What follows belongs to an exercise in optimizing a design on an open flow for small area, a short achievable clock period and few clock cycles per item; a production flow would make more cautious choices.
The RTL was checked by simulation tests, not by an equivalence proof against the original design.
Power and IR drop assume default switching activity.

## flow/flow/run.sh

```bash
#!/bin/bash
# The standard layout (the standard.sh, all steps), with the input and output port
# buffers made of plain buffers instead of the delay cells buffer_ports picks by default.
# Every tool's output goes to standard.log in this folder.
set -o pipefail
export BUFFER_PORTS_ARGS="-buffer_cell sky130_fd_sc_hd__buf_1"
bash standard.sh > standard.log 2>&1
```

## flow/standard.sh

```bash
#!/bin/bash
# synth_recipe.tcl (not shown) runs the flow's synth.tcl, then flattens the netlist and writes it again
# the make line also repeats each setting of config.mk as NAME=value (left out here)
make -C /OpenROAD-flow-scripts/flow DESIGN_CONFIG=/design/flow/config.mk WORK_HOME=/design/flow/orfs CLKGATE_MAP_FILE= SYNTH_SCRIPT=/design/flow/synth_recipe.tcl "${@:-finish}"
```

## flow/config.mk

```make
export PLATFORM = sky130hd
export DESIGN_NAME = cpu6502_load_store_core
export DESIGN_NICKNAME = cpu6502_load_store_core
export VERILOG_FILES = /design/flow/design.v
export SDC_FILE = /design/flow/constraint.sdc
export NUM_CORES = 4
export LEC_CHECK = 0
export CAP_MARGIN = 20
export CORE_MARGIN = 2
export CORE_UTILIZATION = 40
export PLACE_DENSITY = 0.6
export SETUP_SLACK_MARGIN = 2.5
export SLEW_MARGIN = 20
export TNS_END_PERCENT = 0
```

## flow/constraint.sdc

```tcl
create_clock -name core_clock -period 5.0 [get_ports {clk_i}]
set_input_delay 1.0000 -clock core_clock [delete_from_list [all_inputs] [get_ports {clk_i}]]
set_output_delay 1.0000 -clock core_clock [all_outputs]
set_load 0.01 [all_outputs]
```

## flow/design.v

```verilog
`default_nettype none
module cpu6502_load_store_core (
  input  wire           clk_i,
  input  wire           rst_ni,
  input  wire           in_valid_i,
  output logic          in_ready_o,
  input  wire  [1:0]    in_kind_i,
  input  wire  [7:0]    in_read_data_i,
  output logic          out_valid_o,
  input  wire           out_ready_i,
  output logic [15:0]   out_bus_address_o,
  output logic          out_bus_write_o,
  output logic [7:0]    out_write_data_o,
  output logic          out_at_boundary_o,
  output logic [3:0]    out_cycle_count_o,
  output logic          out_illegal_opcode_o,
  output logic [7:0]    out_reg_a_o,
  output logic [7:0]    out_reg_x_o,
  output logic [7:0]    out_reg_y_o,
  output logic [7:0]    out_reg_sp_o,
  output logic [7:0]    out_reg_status_o,
  output logic [15:0]   out_reg_pc_o
);
  localparam logic [7:0] SpReset = 8'hFD;
  localparam int VLO = 0, VHI = 1, FET = 2, OPR = 3, AHI = 4, PLO = 5, PHI = 6, DAT = 7,
                 PCH = 8, PCL = 9, PPS = 10;
  localparam logic [1:0] V_RST = 2'b10, V_IRQ = 2'b11, V_NMI = 2'b01;
  logic [15:0] pc_q, pc_d;
  logic [7:0]  a_q, a_d, x_q, x_d, y_q, y_d, sp_q, sp_d, p_q, p_d;
  logic [7:0]  op_q;
  logic [10:0] ph_q, ph_d;
  logic [7:0]  tmp_q, tmp_d;
  logic        c_q, c_d;
  logic        sx_q, sx_d, sy_q, sy_d;    
  logic [1:0]  vec_q, vec_d;
  logic [7:0]  ah_q, ah_d, al_q, al_d;
  logic        wr_q, wr_d;
  logic [7:0]  wd_q, wd_d;
  logic        ov_q;
  logic        bnd_q, bnd_d, ill_q, ill_d;
  logic [3:0]  cyc_q, cyc_d;
  logic        adv;
  logic [1:0]  k;
  logic [7:0]  d;
  assign in_ready_o = !ov_q || out_ready_i;
  assign adv        = in_valid_i && in_ready_o;
  assign k          = in_kind_i;
  assign d          = in_read_data_i;
  logic k_done, k_rst, take_int, drop;
  assign k_done   = (k == 2'd0);
  assign k_rst    = (k == 2'd3);
  assign take_int = ph_q[FET] && (k == 2'd2 || (k == 2'd1 && !p_q[2]));
  assign drop     = !k_done && !k_rst && !take_int;
  logic n_imm, n_opr, n_ill;
  logic t_tax, t_tay, t_txa, t_tya, t_tsx, t_txs, s_pha, s_php, s_pul;
  always_comb begin
    n_imm = 1'b0; n_opr = 1'b0;
    case (d)
      8'hA9, 8'hA2, 8'hA0:                               n_imm = 1'b1;
      8'hA5, 8'hB5, 8'hAD, 8'hBD, 8'hB9, 8'hA1, 8'hB1,
      8'hA6, 8'hB6, 8'hAE, 8'hBE, 8'hA4, 8'hB4, 8'hAC, 8'hBC,
      8'h85, 8'h95, 8'h8D, 8'h9D, 8'h99, 8'h81, 8'h91,
      8'h86, 8'h96, 8'h8E, 8'h84, 8'h94, 8'h8C:          n_opr = 1'b1;
      default: ;
    endcase
    t_tax = (d == 8'hAA); t_tay = (d == 8'hA8); t_txa = (d == 8'h8A);
    t_tya = (d == 8'h98); t_tsx = (d == 8'hBA); t_txs = (d == 8'h9A);
    s_pha = (d == 8'h48); s_php = (d == 8'h08); s_pul = (d == 8'h68) || (d == 8'h28);
    n_ill = !(n_imm || n_opr || t_tax || t_tay || t_txa || t_tya || t_tsx || t_txs ||
              s_pha || s_php || s_pul);
  end
  logic o_abs, o_ptr, o_st, o_lda, o_ldx, o_ldy, o_plp, o_push;
  logic [3:0] o_cyc;
  always_comb begin
    o_abs  = op_q[3];                                         
    o_ptr  = op_q[1:0] == 2'b01 && op_q[3:2] == 2'b00;        
    o_st   = op_q[7:5] == 3'b100;
    o_lda  = (op_q[7:5] == 3'b101 && op_q[1:0] == 2'b01) || op_q == 8'h68;
    o_ldx  = op_q[7:5] == 3'b101 && op_q[1:0] == 2'b10;
    o_ldy  = op_q[7:5] == 3'b101 && op_q[1:0] == 2'b00;
    o_plp  = op_q == 8'h28;
    o_push = !op_q[7] && !op_q[5];
    case (op_q)
      8'hA9, 8'hA2, 8'hA0:                               o_cyc = 4'd2;
      8'hA5, 8'hA6, 8'hA4, 8'h85, 8'h86, 8'h84,
      8'h48, 8'h08:                                      o_cyc = 4'd3;
      8'hBD, 8'hB9, 8'hBE, 8'hBC:                        o_cyc = c_q ? 4'd5 : 4'd4;
      8'h9D, 8'h99:                                      o_cyc = 4'd5;
      8'hB1:                                             o_cyc = c_q ? 4'd6 : 4'd5;
      8'hA1, 8'h81, 8'h91:                               o_cyc = 4'd6;
      default:                                           o_cyc = 4'd4;
    endcase
  end
  logic e_vlo, e_vhi, e_fet, e_opr, e_ahi, e_plo, e_phi, e_dat, e_pch, e_pcl, e_pps;
  assign e_vlo = k_done && ph_q[VLO];
  assign e_vhi = k_done && ph_q[VHI];
  assign e_fet = k_done && ph_q[FET];
  assign e_opr = k_done && ph_q[OPR];
  assign e_ahi = k_done && ph_q[AHI];
  assign e_plo = k_done && ph_q[PLO];
  assign e_phi = k_done && ph_q[PHI];
  assign e_dat = k_done && ph_q[DAT];
  assign e_pch = k_done && ph_q[PCH];
  assign e_pcl = k_done && ph_q[PCL];
  assign e_pps = k_done && ph_q[PPS];
  logic f_ill, f_imp, f_push, f_pul, f_imm, f_opr;
  assign f_ill  = e_fet && n_ill;
  assign f_imp  = e_fet && (t_tax || t_tay || t_txa || t_tya || t_tsx || t_txs);
  assign f_push = e_fet && (s_pha || s_php);
  assign f_pul  = e_fet && s_pul;
  assign f_imm  = e_fet && n_imm;
  assign f_opr  = e_fet && n_opr;
  logic o_zp, o_ab, o_pt;         
  assign o_ab = e_opr && o_abs;
  assign o_pt = e_opr && !o_abs && o_ptr;
  assign o_zp = e_opr && !o_abs && !o_ptr;
  logic st_go;
  assign st_go = o_st && (o_zp || e_ahi || e_phi);
  logic [15:0] pc1, pc2;
  logic [7:0]  spn, idx, hsum, al1;
  logic [8:0]  bsum;
  assign pc1  = pc_q + 16'd1;
  assign pc2  = pc_q + 16'd2;
  assign spn  = sp_q + {{7{!ph_q[FET]}}, 1'b1};
  assign idx  = (x_q & {8{sx_q}}) | (y_q & {8{sy_q}});
  assign bsum = {1'b0, d} + {1'b0, idx};
  assign hsum = d + {7'd0, c_q};
  assign al1  = al_q + 8'd1;
  logic       s_ta, s_tx, s_ty, s_ts, s_td;
  logic       wa, wx, wy, wsp, wnz;
  logic [7:0] tv;
  logic       tz;
  assign s_ta = e_fet && (t_tax || t_tay);
  assign s_tx = e_fet && (t_txa || t_txs);
  assign s_ty = e_fet && t_tya;
  assign s_ts = e_fet && t_tsx;
  assign s_td = e_dat;
  assign tv   = (a_q & {8{s_ta}}) | (x_q & {8{s_tx}}) | (y_q & {8{s_ty}}) |
                (sp_q & {8{s_ts}}) | (d & {8{s_td}});
  assign tz   = (s_ta && a_q == 8'h00) || (s_tx && x_q == 8'h00) || (s_ty && y_q == 8'h00) ||
                (s_ts && sp_q == 8'h00) || (s_td && d == 8'h00);
  assign wa   = (e_fet && (t_txa || t_tya)) || (e_dat && o_lda);
  assign wx   = (e_fet && (t_tax || t_tsx)) || (e_dat && o_ldx);
  assign wy   = (e_fet && t_tay) || (e_dat && o_ldy);
  assign wsp  = e_fet && t_txs;
  assign wnz  = (e_fet && (t_tax || t_tay || t_txa || t_tya || t_tsx)) ||
                (e_dat && (o_lda || o_ldx || o_ldy));
  logic [7:0] p_int;     
  assign p_int = {p_q[7:6], 1'b1, vec_q[1], p_q[3], 1'b1, p_q[1:0]};
  function automatic logic [7:0] sel8(input logic s, input logic [7:0] v);
    sel8 = v & {8{s}};
  endfunction
  function automatic logic [3:0] sel4(input logic s, input logic [3:0] v);
    sel4 = v & {4{s}};
  endfunction
  function automatic logic [15:0] sel16(input logic s, input logic [15:0] v);
    sel16 = v & {16{s}};
  endfunction
  logic sp_step, p_nz, p_pl, pc_v, pc_2, pc_1, pc_h;
  logic a_h, x_h, y_h, sp_h, p_h;
  logic s_rv, s_pp, s_vl, s_hi, s_sp0, s_sp1, s_pc1, s_zp, s_pl, s_pc;
  logic w_h, w_ph, w_pl, w_pi, w_a, w_p, w_st;
  always_comb begin
    sp_step = f_pul || e_pch || e_pcl || e_pps || (e_dat && o_push);
    p_nz = wnz;
    p_pl = e_dat && o_plp;
    a_h  = !k_rst && !wa;
    x_h  = !k_rst && !wx;
    y_h  = !k_rst && !wy;
    sp_h = !k_rst && !wsp && !sp_step;
    p_h  = !k_rst && !p_nz && !p_pl && !e_pcl;
    a_d  = sel8(wa, tv) | sel8(a_h, a_q);
    x_d  = sel8(wx, tv) | sel8(x_h, x_q);
    y_d  = sel8(wy, tv) | sel8(y_h, y_q);
    sp_d = sel8(k_rst, SpReset) | sel8(wsp, tv) | sel8(sp_step, spn) | sel8(sp_h, sp_q);
    p_d  = sel8(p_nz, {tv[7], p_q[6:2], tz, p_q[0]}) | sel8(p_pl, d) | sel8(e_pcl, p_int) |
           sel8(p_h, p_q);
    pc_v = e_vhi;
    pc_2 = f_imm;
    pc_1 = (e_fet && !n_imm) || e_opr || e_ahi;
    pc_h = !pc_v && !pc_2 && !pc_1;
    pc_d = sel16(pc_v, {hsum, tmp_q}) | sel16(pc_2, pc2) | sel16(pc_1, pc1) | sel16(pc_h, pc_q);
    ph_d[VLO] = k_rst || e_pps || (drop && ph_q[VLO]);
    ph_d[VHI] = e_vlo || (drop && ph_q[VHI]);
    ph_d[FET] = e_vhi || e_dat || f_ill || f_imp || (drop && ph_q[FET]);
    ph_d[OPR] = f_opr || (drop && ph_q[OPR]);
    ph_d[AHI] = o_ab || (drop && ph_q[AHI]);
    ph_d[PLO] = o_pt || (drop && ph_q[PLO]);
    ph_d[PHI] = e_plo || (drop && ph_q[PHI]);
    ph_d[DAT] = f_push || f_pul || f_imm || o_zp || e_ahi || e_phi || (drop && ph_q[DAT]);
    ph_d[PCH] = take_int || (drop && ph_q[PCH]);
    ph_d[PCL] = e_pch || (drop && ph_q[PCL]);
    ph_d[PPS] = e_pcl || (drop && ph_q[PPS]);
    tmp_d = sel8(e_vlo, d) | sel8(e_opr || e_plo, bsum[7:0]) |
            sel8(!e_vlo && !e_opr && !e_plo, tmp_q);
    c_d   = ((e_opr || e_plo) && bsum[8]) || (!e_vlo && !e_opr && !e_plo && c_q);
    if (e_fet) begin
      sx_d = (d[4:2] == 3'b101 || d[4:2] == 3'b111 || (d[1:0] == 2'b01 && d[4:2] == 3'b000))
             && d[1:0] != 2'b10;
      sy_d = (d[1:0] == 2'b10 && d[4]) || (d[1:0] == 2'b01 && d[4:2] == 3'b110);
    end else if (e_opr) begin
      sx_d = 1'b0; sy_d = op_q[4];
    end else begin
      sx_d = sx_q; sy_d = sy_q;
    end
    vec_d = k_rst ? V_RST : (take_int ? (k[1] ? V_NMI : V_IRQ) : vec_q);
    s_rv  = k_rst;
    s_pp  = e_pps;
    s_vl  = e_vlo;
    s_hi  = e_vhi || e_ahi || e_phi;
    s_sp0 = take_int || f_push;
    s_sp1 = f_pul || e_pch || e_pcl;
    s_pc1 = (e_fet && !s_pha && !s_php && !s_pul) || o_ab;
    s_zp  = e_opr && !o_abs;
    s_pl  = e_plo;
    s_pc  = e_dat;
    ah_d  = sel8(s_rv || s_pp || s_vl, 8'hFF) | sel8(s_hi, hsum) | sel8(s_sp0 || s_sp1, 8'h01) |
            sel8(s_pc1, pc1[15:8]) | sel8(s_pc, pc_q[15:8]) | sel8(drop, ah_q);
    al_d  = sel8(s_rv, 8'hFC) | sel8(s_pp, {5'b11111, vec_q, 1'b0}) |
            sel8(s_vl, {5'b11111, vec_q, 1'b1}) | sel8(s_hi, tmp_q) | sel8(s_sp0, sp_q) |
            sel8(s_sp1, spn) | sel8(s_pc1, pc1[7:0]) | sel8(s_zp, bsum[7:0]) |
            sel8(s_pl, al1) | sel8(s_pc, pc_q[7:0]) | sel8(drop, al_q);
    w_h  = drop;
    w_ph = take_int;
    w_pl = e_pch;
    w_pi = e_pcl;
    w_a  = e_fet && s_pha;
    w_p  = e_fet && s_php;
    w_st = st_go;
    wr_d = (w_h && wr_q) || w_ph || w_pl || w_pi || w_a || w_p || w_st;
    wd_d = sel8(w_h, wd_q) | sel8(w_ph, pc_q[15:8]) | sel8(w_pl, pc_q[7:0]) | sel8(w_pi, p_int) |
           sel8(w_a || (w_st && op_q[0]), a_q) | sel8(w_p, p_q) |
           sel8(w_st && op_q[1], x_q) | sel8(w_st && !op_q[0] && !op_q[1], y_q);
    bnd_d = e_vhi || e_dat || f_ill || f_imp;
    ill_d = f_ill;
    cyc_d = sel4(e_vhi, (vec_q == V_IRQ) ? 4'd7 : 4'd8) | sel4(f_ill || f_imp, 4'd2) |
            sel4(e_dat, o_cyc);
  end
  always_ff @(posedge clk_i or negedge rst_ni) begin
    if (!rst_ni) begin
      ov_q <= 1'b0;
      pc_q <= 16'h0000; a_q <= 8'h00; x_q <= 8'h00; y_q <= 8'h00; sp_q <= SpReset;
      p_q <= 8'h00; ph_q <= 11'd1 << VLO; vec_q <= V_RST;
      ah_q <= 8'hFF; al_q <= 8'hFC; wr_q <= 1'b0; wd_q <= 8'h00;
    end else begin
      if (adv) begin
        pc_q <= pc_d; a_q <= a_d; x_q <= x_d; y_q <= y_d; sp_q <= sp_d; p_q <= p_d;
        ph_q <= ph_d; vec_q <= vec_d;
        ah_q <= ah_d; al_q <= al_d; wr_q <= wr_d; wd_q <= wd_d;
        ov_q <= 1'b1;
      end else if (out_ready_i) begin
        ov_q <= 1'b0;
      end
    end
  end
  always_ff @(posedge clk_i) begin
    if (adv) begin
      if (e_fet) op_q <= d;
      tmp_q <= tmp_d; c_q <= c_d; sx_q <= sx_d; sy_q <= sy_d;
      bnd_q <= bnd_d; cyc_q <= cyc_d; ill_q <= ill_d;
    end
  end
  assign out_valid_o          = ov_q;
  assign out_bus_address_o    = {ah_q, al_q};
  assign out_bus_write_o      = wr_q;
  assign out_write_data_o     = wd_q;
  assign out_at_boundary_o    = bnd_q;
  assign out_cycle_count_o    = cyc_q;
  assign out_illegal_opcode_o = ill_q;
  assign out_reg_a_o          = a_q;
  assign out_reg_x_o          = x_q;
  assign out_reg_y_o          = y_q;
  assign out_reg_sp_o         = sp_q;
  assign out_reg_status_o     = p_q;
  assign out_reg_pc_o         = pc_q;
endmodule
`default_nettype wire
```

==> results of run 1 <==
-- placed cells by master (no fill, tap or decap), types with 6 or more instances in the layout --
cell	synthesis	final
xor2_1	15	15
nand2_1	93	91
nor3b_1	7	6
a221oi_1	24	19
o22ai_1	10	10
nand3_1	46	45
a22o_1	27	27
o21ai_1	18	14
a211oi_1	9	8
nor2_1	53	51
nand2b_1	12	11
edfxtp_1	25	25
dfstp_2	23	23
a222oi_1	6	6
clkbuf_16	0	18
a22oi_1	28	28
nand4_1	10	10
o21ai_0	74	73
and2_1	8	8
o211ai_1	7	7
nor3_1	23	22
dfrtp_1	72	68
a221oi_2	1	6
xnor2_1	27	26
mux2i_1	10	9
a221o_1	8	8
ha_1	23	17
a31oi_1	11	11
buf_4	6	40
nor4_1	13	11
a32o_1	7	6
buf_1	5	94
a21oi_1	43	40
inv_1	23	20
and3_1	9	9
a21o_1	11	10
inv_6	0	6
-- critical path: stages --
cell and delay (ps):
buf_1 130, inv_1 100, ha_4 200, buf_12 160, and2_2 220, buf_6 170, a221o_1 400, a211oi_2 200
o2111ai_1 170, a22o_1 210
-- cell type report --
| type | count | area [µm²] |
|---|---|---|
| clock buffers | 17 | 425 |
| clock inverters | 15 | 189 |
| fillers | 2050 | 10700 |
| inverters | 24 | 95.1 |
| multi-input cells | 742 | 5180 |
| flip-flops and latches | 120 | 3160 |
| well taps | 275 | 344 |
| repair buffers | 149 | 841 |
-- what timing repair did --
item / 4_1_cts / 5_1_grt
pin swaps: 7 / 11
buffers inserted: 12 / 16
setup endpoints to repair: 95 / 94
resized for setup: 57 / 40
cloned: 2 / 1
-- routing by layer --
metal / track usage [%] / vias to the layer above
met5: 0 / -
met4: 11.5 / 4
met3: 6.43 / 115
met2: 46.0 / 631
met1: 43.0 / 4317
li1: - / 3877
-- per-stage QoR --
step                      cells  hold WS (ps)
after detailed placement   1279           455
after global placement     1279           445
after global routing       1342           491
final                      1342           466
after floorplan             962           442
after CTS                  1325           469
-- cells by family (layout without fill, tap and decap cells) --
group                    Yosys count  after routing  share of synthesized area (%)
AO/OA/AOI/OAI                    347            347                           29.0
AND/OR/NAND/NOR                  318            318                           19.5
flip-flops                       120            120                           37.2
buffers and inverters            100            205                           4.99
XOR/XNOR                          42             42                           4.33
adder cells (fa/ha/maj)           25             25                           3.86
multiplexers                      10             10                           1.18
-- cell usage after synthesis, types with 15 or more instances --
master	n
clkbuf_1	44
ha_1	23
buf_2	21
a21oi_1	43
nand2_1	93
nor3_1	23
o21ai_1	18
o21ai_0	74
inv_1	23
a22o_1	27
nand3_1	46
a221oi_1	24
a22oi_1	28
xnor2_1	27
dfstp_2	23
edfxtp_1	25
nor2_1	53
xor2_1	15
dfrtp_1	72
-- report_power, final --
| part | switching, W | internal (W) | total [W] |
|---|---|---|---|
| combinational | 0.000573 | 0.000384 | 0.000957 |
| clock | 0.000523 | 0.000794 | 0.00132 |
| sequential | 0.000356 | 0.00118 | 0.00153 |
| total | 0.00145 | 0.00236 | 0.00381 |
-- worst min path at each step --
| stage | from | to | slack [ps] | cells after the start |
|---|---|---|---|---|
| after floorplan | ph_q[6]$_DFFE_PN0P_ | ph_q[6]$_DFFE_PN0P_ | 440 | 2 |
| after global placement | ah_q[0]$_DFFE_PN1P_ | ah_q[0]$_DFFE_PN1P_ | 450 | 2 |
| after detailed placement | wr_q$_DFFE_PN0P_ | wr_q$_DFFE_PN0P_ | 460 | 2 |
| after CTS | wr_q$_DFFE_PN0P_ | wr_q$_DFFE_PN0P_ | 470 | 2 |
| after global routing | ah_q[0]$_DFFE_PN1P_ | ah_q[0]$_DFFE_PN1P_ | 490 | 2 |
| final | wr_q$_DFFE_PN0P_ | wr_q$_DFFE_PN0P_ | 470 | 2 |
==> results.yml, run 1 <==
outcome:
  outcome: "complete, no violations"
power:
  power.total_w: 0.00381
  p_leak_nw: 3.78
  vdd_drop_max_mv: 0.227
  p_per_area_mw_per_mm2: 372
synthesis:
  yosys.area.top_type_share_pct: 21.2
  synth-edff-count: 25
  synth_area_leaders: "dfrtp_1 21%, edfxtp_1 8.8%, dfstp_2 7.1%, o21ai_0 4.4%, nand2_1 4.1%"
  syn_inst: 962
  synthArstFlopShare_pct: 79.2
  ys.flop_type: "dfrtp_1"
  netlist_area_mm2: 0.00850
  synth_nets: 1001
  yosysTopAreaCell: "dfrtp_1"
  ys_ff_latch: 120
  synth_cell_types: 87
  syn_avg_cell_area_um2: 8.83
  synth-seq-area-share_pct: 37.2
  yosysWarnings: 1
sta:
  setup_violations: 0
  rsz0062_at_grt: "true"
  skew_ps: 14.7
  relSlewSlack_pct: 42.0
  finalSetupTns_ps: 0
  setup_slack_ps: 2400
  fin_crit_sh_pct: 52.0
  fin_crit_ps: 2600
  timing.fmax_ghz: 0.385
  tightestPinTransition_ps: 871
  hold_viol_final: 0
  drv_slew: 0
die:
  die-area_mm2: 0.0224
  core_area_mm2: 0.0210
  die_x_um: 150
  fp-row-count: 53
  initial_core_util_pct: 40.5
  boundaryPins: 103
  die_h_um: 150
place:
  pre_cts_ws_ps: 1280
  port_buffers: 102
  gp_congestion: 0.969
  place_area_mm2: 0.00902
  hpwl_um: 23800
global_routing:
  grt_overflow_total: 0
  grt_pass1_vias: 8160
  grt_pass1_wl_um: 51100
  antenna_found_initial: 2
  grt_start_max_net_pins: 58
  track_usage_pct: 30.5
critical_path:
  critPathKind: "primary input to register"
  critPathCapture: "al_q[3]$_DFFE_PN1P_"
  cp_max_fo: 19
  crit_path_start: "in_kind_i[0]"
  r2r_slack_ps: 2420
  rr_worst_depth: 9
  reg2reg_to: "al_q[7]$_DFFE_PN1P_"
  arrival_ps: 2960
  critPathCaptureType: "register"
  worstSetupStartpointType: "primary input"
  reg2reg_from: "sx_q$_SDFFCE_PN0P_"
  cp_data_required_time_ps: 5360
cts:
  clk_latency_ps: 440
  postCtsHoldBufs: 0
  ctsRootBufferMaster: "clkbuf_16"
  cts_max_level: 4
  clk_pin_slew_ps: 60
  cts_tree: "yes"
  cts_made_buffers: 17
  cts.sinks: 120
  cts_max_path_buffers: 2
detailed_routing:
  dr.first_iter.drc_count: 1222
  drc: 0
  wl_met1_um: 14000
  firstDrtPassIters: 9
  via_per_inst: 6.66
  met2_length_um: 15400
  drtAntennaViolNets: 0
  dr.max_layer_used: "met5"
  vias: 8944
  routed_wl_um: 34700
  wl_met3_um: 3850
  wire_per_inst_um: 25.9
flow_run:
  cap_violations: 0
final_layout:
  final_layout_size_suffix_gt1_share_pct: 17.8
  final_nets: 1093
  final_area_mm2: 0.0102
  syn2layout_area_growth_pct: 20.5
  largest-register: "pc_q"
  final_util_pct: 48.8
  num_antenna_cells: 0
  top_regs: "pc_q: 16 flops, ph_q: 11 flops"
  largest_register_ffs: 16
hold_path:
  hold_path.class: "register to register"
Testbench counts, summed over its fixed seeds: cycles 32,008, beats 32,000.
==> run 2, diff against run 1 <==
--- a/flow/config.mk
+++ b/flow/config.mk
@@ -5,10 +5,13 @@
 export SDC_FILE = /design/flow/constraint.sdc
 export NUM_CORES = 4
 export LEC_CHECK = 0
-export CAP_MARGIN = 20
+export CAP_MARGIN = 5
 export CORE_MARGIN = 2
 export CORE_UTILIZATION = 40
+export CTS_BUF_LIST = sky130_fd_sc_hd__clkbuf_8 sky130_fd_sc_hd__clkbuf_4
+export CTS_CLUSTER_DIAMETER = 100
+export CTS_CLUSTER_SIZE = 40
 export PLACE_DENSITY = 0.6
 export SETUP_SLACK_MARGIN = 2.5
-export SLEW_MARGIN = 20
+export SLEW_MARGIN = 5
 export TNS_END_PERCENT = 0
==> results.yml, run 2 <==
sta:
  rsz0062_at_grt: "true"
  drv_slew: 0
  tightestPinTransition_ps: 878
  setup_slack_ps: 2370
  setup_violations: 0
  fin_crit_sh_pct: 52.6
  relSlewSlack_pct: 41.5
  finalSetupTns_ps: 0
  hold_viol_final: 0
  skew_ps: 18.8
  timing.fmax_ghz: 0.380
  fin_crit_ps: 2630
synthesis:
  synthArstFlopShare_pct: 79.2
  netlist_area_mm2: 0.00850
  synthSimpleGateAreaFrac_pct: 19.5
  synth_area_leaders: "dfrtp_1 21%, edfxtp_1 8.8%, dfstp_2 7.1%, o21ai_0 4.4%, nand2_1 4.1%"
  synth-seq-area-share_pct: 37.2
  synthAdderAreaFrac_pct: 3.86
  synth_compound_area_share_pct: 29.0
  ys_ff_latch: 120
  synth-edff-count: 25
  synth_common_cells: "93 x nand2_1, 74 x o21ai_0, 72 x dfrtp_1"
  yosysTopAreaCell: "dfrtp_1"
  ys.flop_type: "dfrtp_1"
  synthXorXnorAreaFrac_pct: 4.33
  synth_cell_types: 87
  yosysWarnings: 1
  synth_nets: 1001
  syn_avg_cell_area_um2: 8.83
  yosys.area.top_type_share_pct: 21.2
  synth_mux_area_share_pct: 1.18
  synth_top_family_by_area: "compound AO/OA/AOI/OAI gates"
  synth_most_common_cell: "nand2_1"
  syn_inst: 962
cts:
  ctsRootBufferMaster: "clkbuf_8"
  cts.sinks: 120
  cts_max_path_buffers: 2
  cts_made_buffers: 17
  cts_max_level: 4
  cts_tree: "yes"
  clk_pin_slew_ps: 80
  clk_latency_ps: 470
flow_run:
  cap_violations: 0
die:
  boundaryPins: 103
  die_h_um: 150
  die-area_mm2: 0.0224
  fp-row-count: 53
  initial_core_util_pct: 40.5
  core_area_mm2: 0.0210
  die_x_um: 150
detailed_routing:
  firstDrtPassIters: 6
  routed_wl_um: 33900
  drc: 0
  drtAntennaViolNets: 0
  wire_per_inst_um: 25.6
  dr.first_iter.drc_count: 1243
  via_per_inst: 6.67
  vias: 8817
global_routing:
  track_usage_pct: 29.9
  grt_pass1_vias: 8027
  grt_overflow_total: 0
  grt_pass1_wl_um: 50200
  grt_start_max_net_pins: 58
  antenna_found_initial: 2
final_layout:
  largest-register: "pc_q"
  final_cell_mix: "96 x buf_1, 91 x nand2_1, 73 x o21ai_0"
  num_antenna_cells: 0
  final_nets: 1072
  syn2layout_area_growth_pct: 15.1
  largest_register_ffs: 16
  final_util_pct: 46.7
  fill_cells: 2106
  final_layout_size_suffix_gt1_share_pct: 14.7
  top_regs: "pc_q: 16 flops, ph_q: 11 flops"
  final_common_cell: "buf_1"
hold_path:
  hold_path.class: "register to register"
critical_path:
  arrival_ps: 3010
  worstSetupStartpointType: "primary input"
  critPathCaptureType: "register"
  cp_data_required_time_ps: 5380
  critPathKind: "primary input to register"
  cp_max_fo: 14
outcome:
  outcome: "complete, no violations"
place:
  gp_congestion: 0.969
  port_buffers: 102
  pre_cts_ws_ps: 1280
  hpwl_um: 23800
power:
  vdd_drop_max_mv: 0.158
  p_leak_nw: 3.56
  p_per_area_mw_per_mm2: 353
==> run 2: metrics by stage <==
step | power [W] | cell area [µm²] | cells | hold WS [ps]
finish | 0.00345 | 9780 | 1321 | 470
global route | 0.00360 | 9780 | 1321 | 495
CTS | 0.00339 | 9540 | 1312 | 474
detailed placement | 0.00241 | 9020 | 1279 | 455
global placement | 0.00240 | 9020 | 1279 | 445
floorplan | 0.00200 | 8530 | 962 | 442
==> run 2: path summary, 6_finish.rpt <==
| path | depth (start not counted) | start | slack (ps) | to |
|---|---|---|---|---|
| max reg2reg | 10 | sx_q$_SDFFCE_PN0P_ | 2440 | c_q$_DFFE_PP_ |
| min in group asynchronous | 1 | rst_ni | 670 | pc_q[7]$_DFFE_PN0P_ |
| max in group asynchronous | 2 | rst_ni | 3220 | x_q[2]$_DFFE_PN0P_ |
| max | 8 | in_read_data_i[5] | 2370 | al_q[7]$_DFFE_PN1P_ |
| min | 2 | wr_q$_DFFE_PN0P_ | 470 | wr_q$_DFFE_PN0P_ |
| min reg2reg | 2 | wr_q$_DFFE_PN0P_ | 470 | wr_q$_DFFE_PN0P_ |
==> run 2: report_power, final <==
part	switching [W]	leakage, nW	total, W	internal [W]
logic	0.000567	1.90	0.000938	0.000371
clock network	0.000479	0.208	0.000982	0.000503
registers	0.000351	1.45	0.00153	0.00118
==> run 2: cells by family after synthesis <==
kind of cell / Yosys count
adders and majority gates: 25
xor gates and xnor gates: 42
AOI/OAI and AO/OA: 347
buffers and inverters: 100
DFF: 120
muxes: 10
and+or+nand+nor: 318
==> run 2: repair_timing <==
item	4_1_cts	5_1_grt
gates resized for setup	31	38
setup buffers	1	8
hold buffers	0	0
gates cloned	0	1
endpoints found under the hold margin	0	0
pin swaps	0	11
setup endpoints to repair	95	106
==> run 2: layer usage <==
| metal | vias to the layer above | global-route usage (%) | wire length (µm) |
|---|---|---|---|
| met1 | 4294 | 42.4 | 13800 |
| li1 | 3829 | - | - |
| met2 | 595 | 45.9 | 15500 |
| met3 | 95 | 5.76 | 3450 |
| met4 | 4 | 10.2 | 1090 |
| met5 | - | 0 | 28 |
==> run 2: cell type report <==
type	count	area [µm²]	area share, %
clock buffers	17	234	2.39
clock inverters	15	189	1.93
well taps	275	344	3.52
repair buffers	128	653	6.68
flip-flops and latches	120	3160	32.3
inverters	24	95.1	0.973
multi-input cells	742	5100	52.2
==> run 2: critical path, stage by stage <==
cell	delay, ps
clkdlybuf4s15_2	430
ha_1	500
o21a_1	180
nor2_1	70
a31o_2	230
a221o_1	260
a211oi_1	230
a31oi_1	110
==> run 3, diff against run 2 <==
--- a/flow/config.mk
+++ b/flow/config.mk
@@ -5,13 +5,14 @@
 export SDC_FILE = /design/flow/constraint.sdc
 export NUM_CORES = 4
 export LEC_CHECK = 0
-export CAP_MARGIN = 5
+export CAP_MARGIN = 20
 export CORE_MARGIN = 2
 export CORE_UTILIZATION = 40
 export CTS_BUF_LIST = sky130_fd_sc_hd__clkbuf_8 sky130_fd_sc_hd__clkbuf_4
 export CTS_CLUSTER_DIAMETER = 100
 export CTS_CLUSTER_SIZE = 40
+export GPL_ROUTABILITY_DRIVEN = 0
 export PLACE_DENSITY = 0.6
 export SETUP_SLACK_MARGIN = 2.5
-export SLEW_MARGIN = 5
+export SLEW_MARGIN = 20
 export TNS_END_PERCENT = 0
==> results.yml, run 3 <==
final_layout:
  fill_cells: 2087
  multi_input_area_mm2: 0.00518
  register_area_mm2: 0.00316
  final_common_cell: "buf_1"
  top_regs: "pc_q: 16 flops, ph_q: 11 flops"
  largest_register_ffs: 16
  final_layout_size_suffix_gt1_share_pct: 17.1
  final_nets: 1087
  syn2layout_area_growth_pct: 17.6
  stdcell_count: 1336
  num_antenna_cells: 0
  largest-register: "pc_q"
  final_cell_mix: "93 x buf_1, 90 x nand2_1, 71 x o21ai_0"
sta:
  tightestPinTransition_ps: 1010
  rsz0062_at_grt: "true"
  drv_slew: 0
  relSlewSlack_pct: 32.4
  setup_slack_ps: 2420
  hold_viol_final: 0
  fin_crit_sh_pct: 51.5
  fin_crit_ps: 2580
  finalSetupTns_ps: 0
  skew_ps: 17.8
  setup_violations: 0
  timing.fmax_ghz: 0.388
detailed_routing:
  routed_wl_um: 34800
  vias: 9005
  drtAntennaViolNets: 0
  firstDrtPassIters: 8
  via_per_inst: 6.74
  drc: 0
  dr.first_iter.drc_count: 1397
  wire_per_inst_um: 26.0
cts:
  ctsRootBufferMaster: "clkbuf_8"
  clk_pin_slew_ps: 90
  clk_latency_ps: 470
  cts_max_level: 4
  cts_tree: "yes"
  cts_made_buffers: 17
  cts_max_path_buffers: 2
  cts.sinks: 120
synthesis:
  ys_ff_latch: 120
  synthArstFlopShare_pct: 79.2
  yosysTopAreaCell: "dfrtp_1"
  synth_cell_types: 87
  yosys.area.top_type_share_pct: 21.2
  ys.flop_type: "dfrtp_1"
  synth_area_leaders: "dfrtp_1 21%, edfxtp_1 8.8%, dfstp_2 7.1%, o21ai_0 4.4%, nand2_1 4.1%"
  synth_most_common_cell: "nand2_1"
  netlist_area_mm2: 0.00850
  synth-edff-count: 25
  syn_avg_cell_area_um2: 8.83
  synth-seq-area-share_pct: 37.2
  yosysWarnings: 1
  syn_inst: 962
  synth_common_cells: "93 x nand2_1, 74 x o21ai_0, 72 x dfrtp_1"
  synth_nets: 1001
critical_path:
  critPathCapture: "x_q[6]$_DFFE_PN0P_"
  rr_worst_depth: 9
  cp_max_fo: 11
  critPathCaptureType: "register"
  crit_path_start: "in_read_data_i[6]"
  r2r_slack_ps: 2440
  reg2reg_to: "al_q[7]$_DFFE_PN1P_"
  cp_data_required_time_ps: 5400
  worstSetupStartpointType: "primary input"
  reg2reg_from: "sx_q$_SDFFCE_PN0P_"
  arrival_ps: 2980
  critPathKind: "primary input to register"
power:
  vdd_drop_max_mv: 0.247
  p_per_area_mw_per_mm2: 347
  p_leak_nw: 3.66
place:
  port_buffers: 102
  pre_cts_ws_ps: 1270
  place_inst: 1280
  hpwl_um: 23900
die:
  fp-row-count: 53
  die_h_um: 150
  die_x_um: 150
  die-area_mm2: 0.0224
  boundaryPins: 103
  core_area_mm2: 0.0210
  initial_core_util_pct: 40.5
global_routing:
  grt_pass1_wl_um: 51300
  use_met3_pct: 6.80
  antenna_found_initial: 0
  track_usage_pct: 30.6
  use_met2_pct: 46.8
  gr-usage-met1_pct: 42.2
  grt_overflow_total: 0
  grt_pass1_vias: 8227
  grt.busiest_layer: "met2"
  grt_start_max_net_pins: 70
outcome:
  outcome: "complete, no violations"
hold_path:
  hold_path.class: "register to register"
flow_run:
  cap_violations: 0
[run 3: how the worst min path moves through the flow]
stage                              startpoint                   to  cells past startpoint
final                     ah_q[0]$_DFFE_PN1P_  ah_q[0]$_DFFE_PN1P_                      2
after global routing      ah_q[0]$_DFFE_PN1P_  ah_q[0]$_DFFE_PN1P_                      2
after CTS                 ah_q[0]$_DFFE_PN1P_  ah_q[0]$_DFFE_PN1P_                      2
after detailed placement  ah_q[0]$_DFFE_PN1P_  ah_q[0]$_DFFE_PN1P_                      2
after global placement    ah_q[0]$_DFFE_PN1P_  ah_q[0]$_DFFE_PN1P_                      2
after floorplan           ph_q[6]$_DFFE_PN0P_  ph_q[6]$_DFFE_PN0P_                      2
[run 3: through the flow]
step                hold slack, ps  util (%)  power, W  area (µm²)
floorplan                      442         -   0.00200        8530
global placement               450      43.1   0.00240        9030
detailed placement             452      43.1   0.00240        9040
CTS                            464      46.8   0.00341        9810
global route                   519      47.7   0.00360        9990
finish                         464      47.7   0.00347        9990
[run 3: cells by family after synthesis]
logic type / count (synthesis) / share of synthesized area (%)
compound gates: 347 / 29.0
simple gates: 318 / 19.5
flops: 120 / 37.2
buf+inv: 100 / 4.99
xor+xnor: 42 / 4.33
fa+ha+maj: 25 / 3.86
mux: 10 / 1.18
[run 3: area by class of cell]
cell class,count,area share [%]
inverter,24,0.964
tap,275,3.44
timing repair buffer,143,7.79
clock inverter,15,1.90
multi-input combinational,742,51.9
sequential,120,31.7
clock buffer,17,2.34
[run 3: repair_timing]
item                       in CTS  in global routing
setup buffers                  14                  8
hold buffers                    0                  0
setup endpoints to repair      97                 78
pin swaps                       6                 10
hold endpoints to repair        0                  0
gates resized for setup        57                 33
gates cloned                    2                  0
[run 3: per-layer routing]
layer  vias to the layer above  share of wire [%]  wire, µm
met1                      4334                 40     13800
met2                       690                 44     15400
met4                         0                3.6      1250
met5                         -                  0         0
li1                       3855                  -         -
met3                       126                 13      4360
[run 3: worst max-delay path, cell delays in order]
cell,delay [ps]
buf_1,70
buf_4,200
nand2b_2,310
nor3b_2,560
a22oi_1,180
o21ai_1,330
a21oi_1,140
o21ai_0,180
[run 3: where the power goes]
group | leakage, nW | internal, W | switching (W)
sequential | 1.45 | 0.00118 | 0.000359
combinational | 2.00 | 0.000376 | 0.000578
clock | 0.209 | 0.000503 | 0.000475
total | 3.66 | 0.00206 | 0.00141
==> run 4, diff against run 3 <==
--- a/flow/config.mk
+++ b/flow/config.mk
@@ -11,7 +11,6 @@
 export CTS_BUF_LIST = sky130_fd_sc_hd__clkbuf_8 sky130_fd_sc_hd__clkbuf_4
 export CTS_CLUSTER_DIAMETER = 100
 export CTS_CLUSTER_SIZE = 40
-export GPL_ROUTABILITY_DRIVEN = 0
 export PLACE_DENSITY = 0.6
 export SETUP_SLACK_MARGIN = 2.5
 export SLEW_MARGIN = 20
==> results.yml, run 4 <==
outcome:
  outcome: "complete, no violations"
synthesis:
  synth_most_common_cell: "nand2_1"
  syn_inst: 962
  synth_mux_area_share_pct: 1.18
  synthSimpleGateAreaFrac_pct: 19.5
  synthXorXnorAreaFrac_pct: 4.33
  synthAdderAreaFrac_pct: 3.86
  synthArstFlopShare_pct: 79.2
  yosysTopAreaCell: "dfrtp_1"
  synth_compound_area_share_pct: 29.0
  ys_ff_latch: 120
  yosysWarnings: 1
  yosys.area.top_type_share_pct: 21.2
  synth_cell_types: 87
  ys.flop_type: "dfrtp_1"
  synth_common_cells: "93 x nand2_1, 74 x o21ai_0, 72 x dfrtp_1"
  synth_area_leaders: "dfrtp_1 21%, edfxtp_1 8.8%, dfstp_2 7.1%, o21ai_0 4.4%, nand2_1 4.1%"
  synth_nets: 1001
  netlist_area_mm2: 0.00850
  synth-edff-count: 25
  synth-seq-area-share_pct: 37.2
  synth_top_family_by_area: "compound AO/OA/AOI/OAI gates"
  syn_avg_cell_area_um2: 8.83
detailed_routing:
  firstDrtPassIters: 6
  routed_wl_um: 33900
  drc: 0
  via_per_inst: 6.67
  drtAntennaViolNets: 0
  vias: 8817
  dr.first_iter.drc_count: 1243
  wire_per_inst_um: 25.6
critical_path:
  crit_chain: "clkdlybuf4s15_2 -> ha_1 -> o21a_1 -> nor2_1 -> a31o_2 -> a221o_1 -> a211oi_1 -> a31oi_1"
  r2r_slack_ps: 2440
  reg2reg_to: "c_q$_DFFE_PP_"
  cpPeakStageDelay_ps: 500
  cp_data_required_time_ps: 5380
  arrival_ps: 3010
  worstSetupStartpointType: "primary input"
  cp_slowest_cell: "ha_1"
  rr_worst_depth: 10
  critPathCapture: "al_q[7]$_DFFE_PN1P_"
  critPathCaptureType: "register"
  reg2reg_from: "sx_q$_SDFFCE_PN0P_"
  critPathKind: "primary input to register"
  cp_max_fo: 14
  crit_path_start: "in_read_data_i[5]"
place:
  port_buffers: 102
  pre_cts_ws_ps: 1280
  gp_congestion: 0.969
  hpwl_um: 23800
global_routing:
  use_met3_pct: 5.76
  grt.busiest_layer: "met2"
  grt_pass1_vias: 8027
  track_usage_pct: 29.9
  gr-usage-met1_pct: 42.4
  grt_overflow_total: 0
  use_met2_pct: 45.9
  grt_pass1_wl_um: 50200
  antenna_found_initial: 2
  grt_start_max_net_pins: 58
final_layout:
  num_antenna_cells: 0
  final_nets: 1072
  final_common_cell: "buf_1"
  largest-register: "pc_q"
  final_cell_mix: "96 x buf_1, 91 x nand2_1, 73 x o21ai_0"
  largest_register_ffs: 16
  syn2layout_area_growth_pct: 15.1
  top_regs: "pc_q: 16 flops, ph_q: 11 flops"
  final_layout_size_suffix_gt1_share_pct: 14.7
power:
  power.total_w: 0.00345
  p_sw_share_pct: 40.5
  sequentialPowerShare_pct: 44.3
  p_leak_nw: 3.56
  p_clk_share_pct: 28.5
  vdd_drop_max_mv: 0.158
  comb_power_share_pct: 27.2
  p_per_area_mw_per_mm2: 353
  power.net_switching_w: 0.00140
  internal_power_w: 0.00205
sta:
  tightestPinTransition_ps: 878
  fin_crit_sh_pct: 52.6
  rsz0062_at_grt: "true"
  finalSetupTns_ps: 0
  fin_crit_ps: 2630
  hold_viol_final: 0
  relSlewSlack_pct: 41.5
  skew_ps: 18.8
  drv_slew: 0
  setup_slack_ps: 2370
  setup_violations: 0
  timing.fmax_ghz: 0.380
die:
  die_h_um: 150
  fp-row-count: 53
  boundaryPins: 103
  initial_core_util_pct: 40.5
  die_x_um: 150
  core_area_mm2: 0.0210
  die-area_mm2: 0.0224
flow_run:
  cap_violations: 0
cts:
  cts_max_path_buffers: 2
  clk_latency_ps: 470
  postCtsHoldBufs: 0
  cts_made_buffers: 17
  cts_tree: "yes"
  clk_pin_slew_ps: 80
  cts_max_level: 4
  cts.sinks: 120
  ctsRootBufferMaster: "clkbuf_8"
hold_path:
  hold_path.class: "register to register"
-- run 4: cell counts after synthesis --
No cell type changed its count.
-- run 4: worst max-delay path, delay by kind of cell --
family	cells	cell delay (ps)
fa+ha+maj	1	500
compound gates	5	1010
buf+inv	1	430
simple gates	1	70
-- run 4: how the worst min path moves through the flow --
stage | start | endpoint | slack [ps] | depth (start not counted)
finish | wr_q$_DFFE_PN0P_ | wr_q$_DFFE_PN0P_ | 470 | 2
global placement | ah_q[0]$_DFFE_PN1P_ | ah_q[0]$_DFFE_PN1P_ | 450 | 2
global route | ah_q[0]$_DFFE_PN1P_ | ah_q[0]$_DFFE_PN1P_ | 490 | 2
floorplan | ph_q[6]$_DFFE_PN0P_ | ph_q[6]$_DFFE_PN0P_ | 440 | 2
detailed placement | wr_q$_DFFE_PN0P_ | wr_q$_DFFE_PN0P_ | 460 | 2
CTS | wr_q$_DFFE_PN0P_ | wr_q$_DFFE_PN0P_ | 470 | 2
-- run 4: repair_timing --
| item | 4_1_cts | 5_1_grt |
|---|---|---|
| pin swaps | 0 | 11 |
| gates resized for setup | 31 | 38 |
| gates cloned | 0 | 1 |
| endpoints found under the setup margin | 95 | 106 |
| setup buffers | 1 | 8 |
-- run 4: layout make-up --
cell class                      count  area (µm²)
Clock buffer                       17         234
Clock inverter                     15         189
Fill cell                        2106       11200
Inverter                           24        95.1
Multi-Input combinational cell    742        5100
Sequential cell                   120        3160
Tap cell                          275         344
Timing Repair Buffer              128         653
-- run 4: metal layers --
metal,routed length (µm),part of all wire (%)
met1,13800,41
met2,15500,46
met3,3450,10
met4,1090,3.2
met5,28,0.083
-- run 4: power groups by stage --
stage	Sequential (W)	Clock, W	Combinational, W
global placement	0.00153	0	0.000875
global route	0.00154	0.00103	0.00102
finish	0.00153	0.000982	0.000938
floorplan	0.00137	0	0.000632
CTS	0.00151	0.000991	0.000894
detailed placement	0.00153	0	0.000881
-- run 4: cell families (layout without fill, tap and decap cells) --
logic type / after synthesis / after routing
AOI/OAI and AO/OA: 347 / 347
xor gates and xnor gates: 42 / 42
adders and majority gates: 25 / 25
buffers and inverters: 100 / 184
DFF: 120 / 120
muxes: 10 / 10
and+or+nand+nor: 318 / 318
-- run 4: through the flow --
stage          std cells  utilization (%)  hold WS, ps  area [µm²]
3_3_place_gp        1279             43.1          445        9020
5_1_grt             1321             46.7          495        9780
4_1_cts             1312             45.5          474        9540
2_1_floorplan        962                -          442        8530
3_5_place_dp        1279             43.1          455        9020
6_report            1321             46.7          470        9780
==> run 5, diff against run 4 <==
--- a/flow/config.mk
+++ b/flow/config.mk
@@ -7,11 +7,11 @@
 export LEC_CHECK = 0
 export CAP_MARGIN = 20
 export CORE_MARGIN = 2
-export CORE_UTILIZATION = 40
+export CORE_UTILIZATION = 50
 export CTS_BUF_LIST = sky130_fd_sc_hd__clkbuf_8 sky130_fd_sc_hd__clkbuf_4
 export CTS_CLUSTER_DIAMETER = 100
 export CTS_CLUSTER_SIZE = 40
-export PLACE_DENSITY = 0.6
+export PLACE_DENSITY = 0.65
 export SETUP_SLACK_MARGIN = 2.5
 export SLEW_MARGIN = 20
 export TNS_END_PERCENT = 0
==> results.yml, run 5 <==
outcome:
  outcome: "complete, no violations"
die:
  initial_core_util_pct: 51.2
  boundaryPins: 103
  fp-row-count: 47
  die-area_mm2: 0.0180
  core_area_mm2: 0.0166
  die_x_um: 134
  die_h_um: 134
power:
  p_sw_share_pct: 40.1
  p_per_area_mw_per_mm2: 350
  internal_power_w: 0.00208
  comb_power_share_pct: 27.8
  p_leak_nw: 3.68
  power.net_switching_w: 0.00139
  sequentialPowerShare_pct: 44.2
  power.total_w: 0.00347
  p_clk_share_pct: 28.0
  vdd_drop_max_mv: 0.277
cts:
  cts.sinks: 120
  cts_made_buffers: 17
  cts_max_path_buffers: 2
  clk_latency_ps: 470
  cts_max_level: 4
  cts_tree: "yes"
  clk_pin_slew_ps: 80
  ctsRootBufferMaster: "clkbuf_8"
critical_path:
  critPathKind: "primary input to register"
  critPathCaptureType: "register"
  cp_slowest_cell: "fa_2"
  crit_buf_inv: 3
  crit_path_start: "in_read_data_i[0]"
  cpPeakStageDelay_ps: 390
  rr_worst_depth: 8
  cp_data_required_time_ps: 5220
  arrival_ps: 2810
  crit_cells: 10
  cp_max_fo: 12
  crit_top_cell: "buf_4"
  cp_top_family: "adder cells"
  crit_chain: "buf_4 -> ha_2 -> inv_1 -> fa_2 -> nor2b_1 -> o21ai_1 -> a21oi_2 -> buf_4 -> nor3_1 -> a221o_1"
  reg2reg_from: "sp_q[0]$_DFFE_PN1P_"
  worstSetupStartpointType: "primary input"
synthesis:
  synth_compound_area_share_pct: 29.0
  netlist_area_mm2: 0.00850
  synth-seq-area-share_pct: 37.2
  synthAdderAreaFrac_pct: 3.86
  yosys.area.top_type_share_pct: 21.2
  synth_cell_types: 87
  syn_inst: 962
  synth_most_common_cell: "nand2_1"
  synthXorXnorAreaFrac_pct: 4.33
  ys.flop_type: "dfrtp_1"
  synthSimpleGateAreaFrac_pct: 19.5
  synth-edff-count: 25
  synth_nets: 1001
  synth_top_family_by_area: "compound AO/OA/AOI/OAI gates"
  synth_mux_area_share_pct: 1.18
  ys_ff_latch: 120
  yosysWarnings: 1
  syn_avg_cell_area_um2: 8.83
  synth_common_cells: "93 x nand2_1, 74 x o21ai_0, 72 x dfrtp_1"
  synth_area_leaders: "dfrtp_1 21%, edfxtp_1 8.8%, dfstp_2 7.1%, o21ai_0 4.4%, nand2_1 4.1%"
  synthArstFlopShare_pct: 79.2
  yosysTopAreaCell: "dfrtp_1"
final_layout:
  final_area_mm2: 0.00991
  largest_register_ffs: 16
  fill_cells: 1570
  final_common_cell: "buf_1"
  top_regs: "pc_q: 16 flops, ph_q: 11 flops"
  final_nets: 1093
  syn2layout_area_growth_pct: 16.6
  final_layout_size_suffix_gt1_share_pct: 17.1
  num_antenna_cells: 0
  largest-register: "pc_q"
  final_cell_mix: "95 x buf_1, 91 x nand2_1, 70 x o21ai_0"
sta:
  fin_crit_sh_pct: 51.8
  timing.fmax_ghz: 0.386
  finalSetupTns_ps: 0
  fin_crit_ps: 2590
  setup_violations: 0
  relSlewSlack_pct: 39.4
  holdWs_ps: 460
  hold_viol_final: 0
  tightestPinTransition_ps: 906
  skew_ps: 6.51
  rsz0062_at_grt: "true"
  drv_slew: 0
global_routing:
  grt_pass1_vias: 8296
  grt_overflow_total: 0
  grt_pass1_wl_um: 51500
  track_usage_pct: 38.2
  antenna_found_initial: 0
  grt_start_max_net_pins: 60
detailed_routing:
  dr.first_iter.drc_count: 1323
  vias: 8978
  routed_wl_um: 34600
  drc: 0
  drtAntennaViolNets: 0
  via_per_inst: 6.98
  wire_per_inst_um: 26.9
  firstDrtPassIters: 8
place:
  port_buffers: 102
  hpwl_um: 24100
  gp_congestion: 0.994
  place_area_mm2: 0.00900
hold_path:
  whs_path_depth: 2
  hold_path_startpoint: "ah_q[0]$_DFFE_PN1P_"
  hold_path.class: "register to register"
flow_run:
  cap_violations: 0
run 5: changes by cell type in the layout (fill, tap and decap cells not counted), moves of 3 or more:
cell       before  now
buf_6           3    6
o21ai_0        73   70
buf_4          21   40
inv_6           6    0
o21ai_1        14   18
a221oi_1       21   17
clkbuf_4        2    5
a221oi_2        4    8
a2111oi_2       3    0
run 5: final timing paths:
check / to / slack [ps]
setup / recovery: tmp_q[4]$_DFFE_PP_ / 2410
hold / removal: ah_q[0]$_DFFE_PN1P_ / 460
setup reg to reg: al_q[4]$_DFFE_PN1P_ / 2450
hold reg to reg: ah_q[0]$_DFFE_PN1P_ / 460
max in group asynchronous: vec_q[1]$_DFFE_PN1P_ / 3330
min in group asynchronous: al_q[0]$_DFFE_PN0P_ / 630
run 5: final cells by class:
cell class / count / area [µm²] / area share (%)
Inverter: 24 / 96.3 / 0.973
Multi-Input combinational cell: 743 / 5190 / 52.4
Timing Repair Buffer: 148 / 764 / 7.72
Tap cell: 220 / 275 / 2.78
Clock inverter: 11 / 146 / 1.48
Sequential cell: 120 / 3160 / 31.9
Clock buffer: 21 / 270 / 2.73
run 5: what timing repair did:
action / CTS / global route
setup buffers: 8 / 15
pin swaps: 6 / 7
gates resized for setup: 45 / 37
cloned: 2 / 0
hold buffers: 0 / 0
setup endpoints to repair: 106 / 88
run 5: worst min-delay path: cells and delay by family (launching register included):
kind	cells	cell delay, ps
flops	1	370
simple gates	2	90
run 5: cell families after synthesis:
| family | count (synthesis) |
|---|---|
| AO/OA/AOI/OAI | 347 |
| AND/OR/NAND/NOR | 318 |
| flip-flops | 120 |
| buffers and inverters | 100 |
| XOR/XNOR | 42 |
| adder cells (fa/ha/maj) | 25 |
| multiplexers | 10 |
run 5: through the flow:
| step | util (%) | setup slack (ps) | std cells |
|---|---|---|---|
| floorplan | - | 2250 | 962 |
| global placement | 54.3 | 1250 | 1230 |
| detailed placement | 54.3 | 1220 | 1230 |
| CTS | 58.2 | 2410 | 1272 |
| global route | 59.7 | 2350 | 1287 |
| finish | 59.7 | 2410 | 1287 |
run 5: power groups by stage:
stage | combinational, W | clock (W) | sequential, W
floorplan | 0.000632 | 0 | 0.00137
global placement | 0.000884 | 0 | 0.00152
detailed placement | 0.000892 | 0 | 0.00153
CTS | 0.000922 | 0.000965 | 0.00151
finish | 0.000966 | 0.000969 | 0.00153
global route | 0.00104 | 0.00101 | 0.00154
run 5: per-layer routing:
layer | global-route usage (%) | vias to the layer above | part of all wire, %
met1 | 51.4 | 4342 | 39
met3 | 10.8 | 120 | 11
met4 | 14.5 | 0 | 4.2
met5 | 0 | - | 0
met2 | 58.6 | 631 | 45
li1 | - | 3885 | -
==> run 6, diff against run 5 <==
==> flow/flow/run.sh (replaced) <==
#!/bin/bash
# The standard layout (the standard.sh, all steps), with the input and output port
# buffers made of clkbuf_1 cells instead of the delay cells buffer_ports picks by default.
# Timing repair resizes cells only within their footprint, and the clkbuf footprint holds
# no delay cells, so the port buffers stay plain buffers as they are sized up.
# Every tool's output goes to standard.log in this folder.
set -o pipefail
export BUFFER_PORTS_ARGS="-buffer_cell sky130_fd_sc_hd__clkbuf_1"
bash standard.sh > standard.log 2>&1
--- a/flow/config.mk
+++ b/flow/config.mk
@@ -7,11 +7,11 @@
 export LEC_CHECK = 0
 export CAP_MARGIN = 20
 export CORE_MARGIN = 2
-export CORE_UTILIZATION = 50
+export CORE_UTILIZATION = 40
 export CTS_BUF_LIST = sky130_fd_sc_hd__clkbuf_8 sky130_fd_sc_hd__clkbuf_4
 export CTS_CLUSTER_DIAMETER = 100
 export CTS_CLUSTER_SIZE = 40
-export PLACE_DENSITY = 0.65
+export PLACE_DENSITY = 0.6
 export SETUP_SLACK_MARGIN = 2.5
 export SLEW_MARGIN = 20
 export TNS_END_PERCENT = 0
==> results.yml, run 6 <==
global_routing:
  antenna_found_initial: 0
  grt_pass1_wl_um: 50100
  grt_pass1_vias: 8057
  track_usage_pct: 29.6
  grt_overflow_total: 0
  grt_start_max_net_pins: 63
critical_path:
  critPathCaptureType: "register"
  cp_data_required_time_ps: 5400
  worstSetupStartpointType: "primary input"
  cp_max_fo: 37
  crit_path_start: "in_kind_i[0]"
  reg2reg_from: "sp_q[0]$_DFFE_PN1P_"
  cp_slowest_cell: "a221o_1"
  cpPeakStageDelay_ps: 390
  crit_chain: "clkbuf_1 -> inv_1 -> ha_2 -> buf_12 -> and2_2 -> buf_6 -> a221o_1 -> a211oi_2 -> o2111ai_1 -> a22o_1"
  critPathKind: "primary input to register"
  arrival_ps: 3040
synthesis:
  ys.flop_type: "dfrtp_1"
  synth_cell_types: 87
  synth_area_leaders: "dfrtp_1 21%, edfxtp_1 8.8%, dfstp_2 7.1%, o21ai_0 4.4%, nand2_1 4.1%"
  netlist_area_mm2: 0.00850
  synth_common_cells: "93 x nand2_1, 74 x o21ai_0, 72 x dfrtp_1"
  ys_ff_latch: 120
  synth_nets: 1001
  syn_inst: 962
  yosysTopAreaCell: "dfrtp_1"
  yosys.area.top_type_share_pct: 21.2
  yosysWarnings: 1
  synth_most_common_cell: "nand2_1"
  synth-edff-count: 25
  syn_avg_cell_area_um2: 8.83
  synthArstFlopShare_pct: 79.2
  synth-seq-area-share_pct: 37.2
sta:
  relSlewSlack_pct: 35.1
  rsz0062_at_grt: "true"
  setup_violations: 0
  setup_slack_ps: 2360
  finalSetupTns_ps: 0
  hold_viol_final: 0
  tightestPinTransition_ps: 974
  timing.fmax_ghz: 0.379
  fin_crit_ps: 2640
  skew_ps: 12.9
  holdWs_ps: 462
  fin_crit_sh_pct: 52.7
  drv_slew: 0
final_layout:
  largest_register_ffs: 16
  final_nets: 1075
  stdcell_count: 1324
  final_util_pct: 46.8
  syn2layout_area_growth_pct: 15.3
  top_regs: "pc_q: 16 flops, ph_q: 11 flops"
  num_antenna_cells: 0
  largest-register: "pc_q"
  final_cell_mix: "96 x clkbuf_1, 90 x nand2_1, 72 x o21ai_0"
  final_layout_size_suffix_gt1_share_pct: 15.4
  final_common_cell: "clkbuf_1"
detailed_routing:
  drtAntennaViolNets: 0
  wire_per_inst_um: 25.4
  vias: 8922
  firstDrtPassIters: 6
  routed_wl_um: 33700
  drc: 0
  dr.first_iter.drc_count: 1122
  via_per_inst: 6.74
cts:
  clk_latency_ps: 470
  cts_tree: "yes"
  postCtsHoldBufs: 0
  ctsRootBufferMaster: "clkbuf_8"
  cts.sinks: 120
  clk_pin_slew_ps: 80
  cts_max_level: 4
  cts_max_path_buffers: 2
  cts_made_buffers: 17
outcome:
  outcome: "complete, no violations"
hold_path:
  hold_path.class: "register to register"
  hold_path_startpoint: "ah_q[0]$_DFFE_PN1P_"
die:
  die-area_mm2: 0.0224
  die_h_um: 150
  initial_core_util_pct: 40.5
  fp-row-count: 53
  boundaryPins: 103
  die_x_um: 150
  core_area_mm2: 0.0210
place:
  gp_congestion: 1.01
  hpwl_um: 23800
  pre_cts_ws_ps: 1400
  port_buffers: 102
  place_inst: 1278
power:
  vdd_drop_max_mv: 0.196
  p_leak_nw: 3.56
  p_per_area_mw_per_mm2: 344
flow_run:
  cap_violations: 0
-- run 6: changes by cell type in the layout (fill, tap and decap cells not counted), moves of 3 or more --
cell / change
inv_8: +3
inv_6: +6
buf_1: -95
buf_4: -15
buf_6: -4
clkbuf_1: +96
-- run 6: cells by family after synthesis --
family          count (synthesis)  synth area share [%]
simple gates                  318                  19.5
compound gates                347                  29.0
fa+ha+maj                      25                  3.86
flops                         120                  37.2
xor+xnor                       42                  4.33
mux                            10                  1.18
buf+inv                       100                  4.99
-- run 6: cell type report --
class	count	area, µm²
Sequential cell	120	3160
Tap cell	275	344
Timing Repair Buffer	131	646
Fill cell	2114	11200
Clock buffer	17	234
Multi-Input combinational cell	742	5160
Clock inverter	15	158
Inverter	24	95.1
-- run 6: critical path: cells and delay by family --
family	cells	cell delay (ps)
AO/OA/AOI/OAI	4	980
adder cells (fa/ha/maj)	1	230
buffers and inverters	4	590
AND/OR/NAND/NOR	1	230
-- run 6: routing by layer --
metal,global-route usage (%),share of wire [%],vias to the layer above
li1,-,-,3827
met1,42.2,40,4346
met2,44.2,44,630
met3,5.85,11,119
met4,11.7,4.5,0
met5,0,0,-
-- run 6: repair_timing --
action                                 in CTS  in global routing
pin swaps                                   5                  6
resized for setup                          46                 32
endpoints found under the hold margin       0                  0
gates cloned                                0                  1
buffers inserted                            8                  5
setup endpoints to repair                 102                 92
-- run 6: where the power goes --
group,internal (W),leakage [nW],switching (W)
sequential,0.00118,1.45,0.000349
clock,0.000413,0.194,0.000500
combinational,0.000365,1.91,0.000570
total,0.00195,3.56,0.00142
-- run 6: metrics by stage --
| stage | cell area, µm² | total power [W] |
|---|---|---|
| floorplan | 8530 | 0.00200 |
| global route | 9800 | 0.00352 |
| finish | 9800 | 0.00337 |
| detailed placement | 9020 | 0.00240 |
| global placement | 9020 | 0.00240 |
| CTS | 9610 | 0.00332 |
-- run 6: final timing paths --
check | endpoint | slack, ps | depth (start not counted)
worst min-delay path | ah_q[0]$_DFFE_PN1P_ | 460 | 2
worst min register to register | ah_q[0]$_DFFE_PN1P_ | 460 | 2
worst max register to register | al_q[6]$_DFFE_PN1P_ | 2430 | 8
max in group asynchronous | ah_q[3]$_DFFE_PN1P_ | 3270 | 2
min in group asynchronous | ph_q[4]$_DFFE_PN0P_ | 700 | 1
worst max-delay path | al_q[3]$_DFFE_PN1P_ | 2360 | 10

==> afterwards: timing with drivers on the ports <==
Ports are ideal in the flow. The routed layouts listed here were re-timed in OpenROAD. Step 1 (the two cells are an assumption about what drives the block):
set clk [get_ports {clk_i}]
set_driving_cell -lib_cell sky130_fd_sc_hd__clkbuf_16 $clk
set_driving_cell -lib_cell sky130_fd_sc_hd__buf_2 [delete_from_list [all_inputs] $clk]
Step 2 times the ports against the registers' clock, not the clock port: input delays grow and output delays shrink by t, the midpoint of the rising clock arrivals with the driver on. a / b / c = no drivers / after step 1 / after step 2; a / b = the first two.
run	t, ns	setup slack, ns	clock arrival spread, ns	worst slew at a driven data input, ns	pins driven straight from the clock port
run 1	0.477	2.401 / 2.418 / 1.945	0.015 / 0.015	0.05	1
run 2	0.501	2.369 / 2.389 / 1.888	0.019 / 0.018	0.03	1
run 3	0.508	2.423 / 2.443 / 1.941	0.018 / 0.018	0.04	1
run 4	0.501	2.369 / 2.389 / 1.888	0.019 / 0.018	0.03	1
run 5	0.506	2.411 / 2.413 / 1.907	0.007 / 0.006	0.04	1
run 6	0.506	2.363 / 2.382 / 1.877	0.013 / 0.013	0.03	1
After both steps setup and hold are still met in every run listed. For run 5, which loses most, drivers alone change the setup slack by +0.002 ns; drivers and shift together by -0.504 ns.
